Source: an optimization exercise on an open RTL-to-GDS flow (aim: small area, a short achievable clock period and few clock cycles per item). Production flows keep margins and buffers that such runs may drop.
At most, simulation tests tie the RTL to the original design; equivalence was not proved.
Power is estimated from default activity; no workload was simulated.

==> flow/design.v (excerpt) <==
module pe_top (
    input  logic                      clk,
    input  logic                      rstn,
    input  logic [pe_pkg::CFG_W-1:0]  filter_size,
    input  logic                      iact_write_en,
    input  logic [pe_pkg::DATA_W-1:0] data_iact_in,
    output logic                      iact_ready,
    input  logic                      weight_write_en,
    input  logic [pe_pkg::DATA_W-1:0] data_weight_in,
    output logic                      weight_ready,
    input  logic                      psum_write_en,
    input  logic [pe_pkg::DATA_W-1:0] data_psum_in,
    output logic                      psum_ready,
    input  logic                      psum_read_en,
    output logic [pe_pkg::DATA_W-1:0] data_psum_out,
    output logic                      psum_out_valid
);
clock: 7.0 ns
lec_check: 0
cap_margin: 20
core_margin: 2
core_utilization: 40
setup_slack_margin: 4.2
slew_margin: 20
standard.sh (not shown) runs the stock make flow with config.mk's settings and CLKGATE_MAP_FILE= SYNTH_SCRIPT=/design/flow/synth_recipe.tcl, a recipe that flattens the netlist after the stock synthesis.
==> flow/flow/run.sh <==
#!/bin/bash
set -euo pipefail
export BUFFER_PORTS_ARGS="-buffer_cell sky130_fd_sc_hd__buf_1"
export CTS_ARGS="-sink_clustering_enable -repair_clock_nets -buf_list sky130_fd_sc_hd__clkbuf_8 -dont_use_dummy_load"
bash standard.sh finish > standard.log 2>&1
Testbench counts at the start, summed over its fixed seeds: cycles 18,441, rows 2,394.
==> next run, changes <==
==> flow/flow/run.sh (replaced) <==
#!/bin/bash
set -euo pipefail
export BUFFER_PORTS_ARGS="-buffer_cell sky130_fd_sc_hd__buf_1"
export CTS_ARGS="-sink_clustering_enable -repair_clock_nets -buf_list sky130_fd_sc_hd__clkbuf_4 -dont_use_dummy_load"
bash standard.sh finish > standard.log 2>&1
- SETUP_SLACK_MARGIN: 4.2 -> 4.4
After rerunning: Design area rises by a few percent. Global-route usage rises by 0.99 points. Die area is unchanged. Utilization rises by 2.8 points. Via count rises by a few percent. Clock skew rises by 0.013 ns. Routed wire length rises by a few percent. Worst setup slack improved by 0.084 ns.
==> next run, changes <==
==> flow/flow/run.sh (replaced) <==
#!/bin/bash
set -euo pipefail
export BUFFER_PORTS_ARGS="-buffer_cell sky130_fd_sc_hd__buf_1"
export CTS_ARGS="-sink_clustering_enable -repair_clock_nets -buf_list sky130_fd_sc_hd__clkbuf_8 -dont_use_dummy_load"
export SKIP_GATE_CLONING="1"
bash standard.sh finish > standard.log 2>&1
- SETUP_SLACK_MARGIN: 4.4 -> 4.1
- clock power went up by a quarter to a third
- global-route usage decreases by 1.3 points
- setup slack degrades by 0.11 ns
- count of clock-buffer cells in the layout is unchanged
==> next run, changes <==
==> flow/flow/run.sh (replaced) <==
#!/bin/bash
set -euo pipefail
export BUFFER_PORTS_ARGS="-buffer_cell sky130_fd_sc_hd__buf_1"
export CTS_ARGS="-sink_clustering_enable -repair_clock_nets -buf_list sky130_fd_sc_hd__clkbuf_4 -dont_use_dummy_load"
bash standard.sh finish > standard.log 2>&1
- CORE_UTILIZATION: 40 -> 70
- SETUP_SLACK_MARGIN: 4.1 -> 4.0
Result: The new run ran to the end with no violations. Power went down by about 5%. Via count went up by about 5.6%. Global-route usage went up by 11 points. Maximum frequency went down by 2.6%. Cell count went down by about 12%. Combinational power went down by about 4%. Worst hold slack gains 0.0087 ns.

---

## before
pe_top, a different RTL version from the one above (not shown whole).
For scale: ~710 cells after synthesis, roughly 140 flip-flops, ~82 I/O pins.
==> flow/config.mk <==
export PLATFORM = sky130hd
export DESIGN_NAME = pe_top
export DESIGN_NICKNAME = pe_top
export VERILOG_FILES = /design/flow/design.v
export SDC_FILE = /design/flow/constraint.sdc
export NUM_CORES = 4
export LEC_CHECK = 0
export CAP_MARGIN = 20
export CORE_MARGIN = 2
export CORE_UTILIZATION = 40
export SETUP_SLACK_MARGIN = 4.0
export SLEW_MARGIN = 20
==> flow/constraint.sdc <==
create_clock -name core_clock -period 7.0 [get_ports {clk}]
set_input_delay 1.4000 -clock core_clock [delete_from_list [all_inputs] [get_ports {clk}]]
set_output_delay 1.4000 -clock core_clock [all_outputs]
set_load 0.01 [all_outputs]
run.sh (not shown) runs the stock make flow with config.mk's settings and CLKGATE_MAP_FILE= SYNTH_SCRIPT=/design/flow/synth_recipe.tcl, a recipe that flattens the netlist after the stock synthesis.
Stock flow here: none of the scripts above is used.
before: flow completed, timing, DRC and antenna clean
[inputs] after vs before
- changing SETUP_SLACK_MARGIN from 4.0 to 3.5
--- outcome ---
- Critical path depth in after is 8 lower than in before
- On worst setup margin, before beats after.
- | wire length after detailed routing | lower: after |
- Final design instance area without fill for after is lower than for before.
- Per the comparison of after with before, relative slew slack now sits lower; post-layout minimum cycle time increased by 0.37 ns relative to the old numbers.
No functional check of the RTL was part of any run of this note.

[static timing again, ports no longer ideal]
In the flow no input, the clock included, has a driving cell. The finished layouts below were timed again as built, in two steps.
Step 1 (the two cells are an assumption about what drives the block):
set clk [get_ports {clk}]
set_driving_cell -lib_cell sky130_fd_sc_hd__clkbuf_16 $clk
set_driving_cell -lib_cell sky130_fd_sc_hd__buf_2 [delete_from_list [all_inputs] $clk]
Step 2 moves the port delays by t, midway between the first and last clock arrival at a register: inputs arrive t later, outputs are due t later. That takes back most of the time a late clock gives input paths.
a / b / c = no drivers / after step 1 / after step 2; a / b = the first two.
run	t, ns	slack for setup (ns)	hold slack, ns	worst setup path after step 2
the first run of note 1	0.480	4.232 / 4.232 / 3.895	0.491 / 0.491 / 0.491	input to register
the second run of note 1	0.576	4.316 / 4.316 / 4.084	0.501 / 0.501 / 0.501	input to register
the third run of note 1	0.476	4.206 / 4.206 / 3.919	0.488 / 0.488 / 0.488	input to register
the fourth run of note 1	0.566	4.132 / 4.132 / 4.024	0.497 / 0.497 / 0.497	input to register
before	0.460	3.993 / 3.993 / 3.993	0.491 / 0.491 / 0.491	register to register
after	0.463	3.627 / 3.584 / 3.703	0.474 / 0.474 / 0.474	register to register
After both steps every run listed still meets setup and hold. The setup slack of the first run of note 1, which loses most, moves by 0.000 ns with the drivers and by -0.337 ns with both steps.
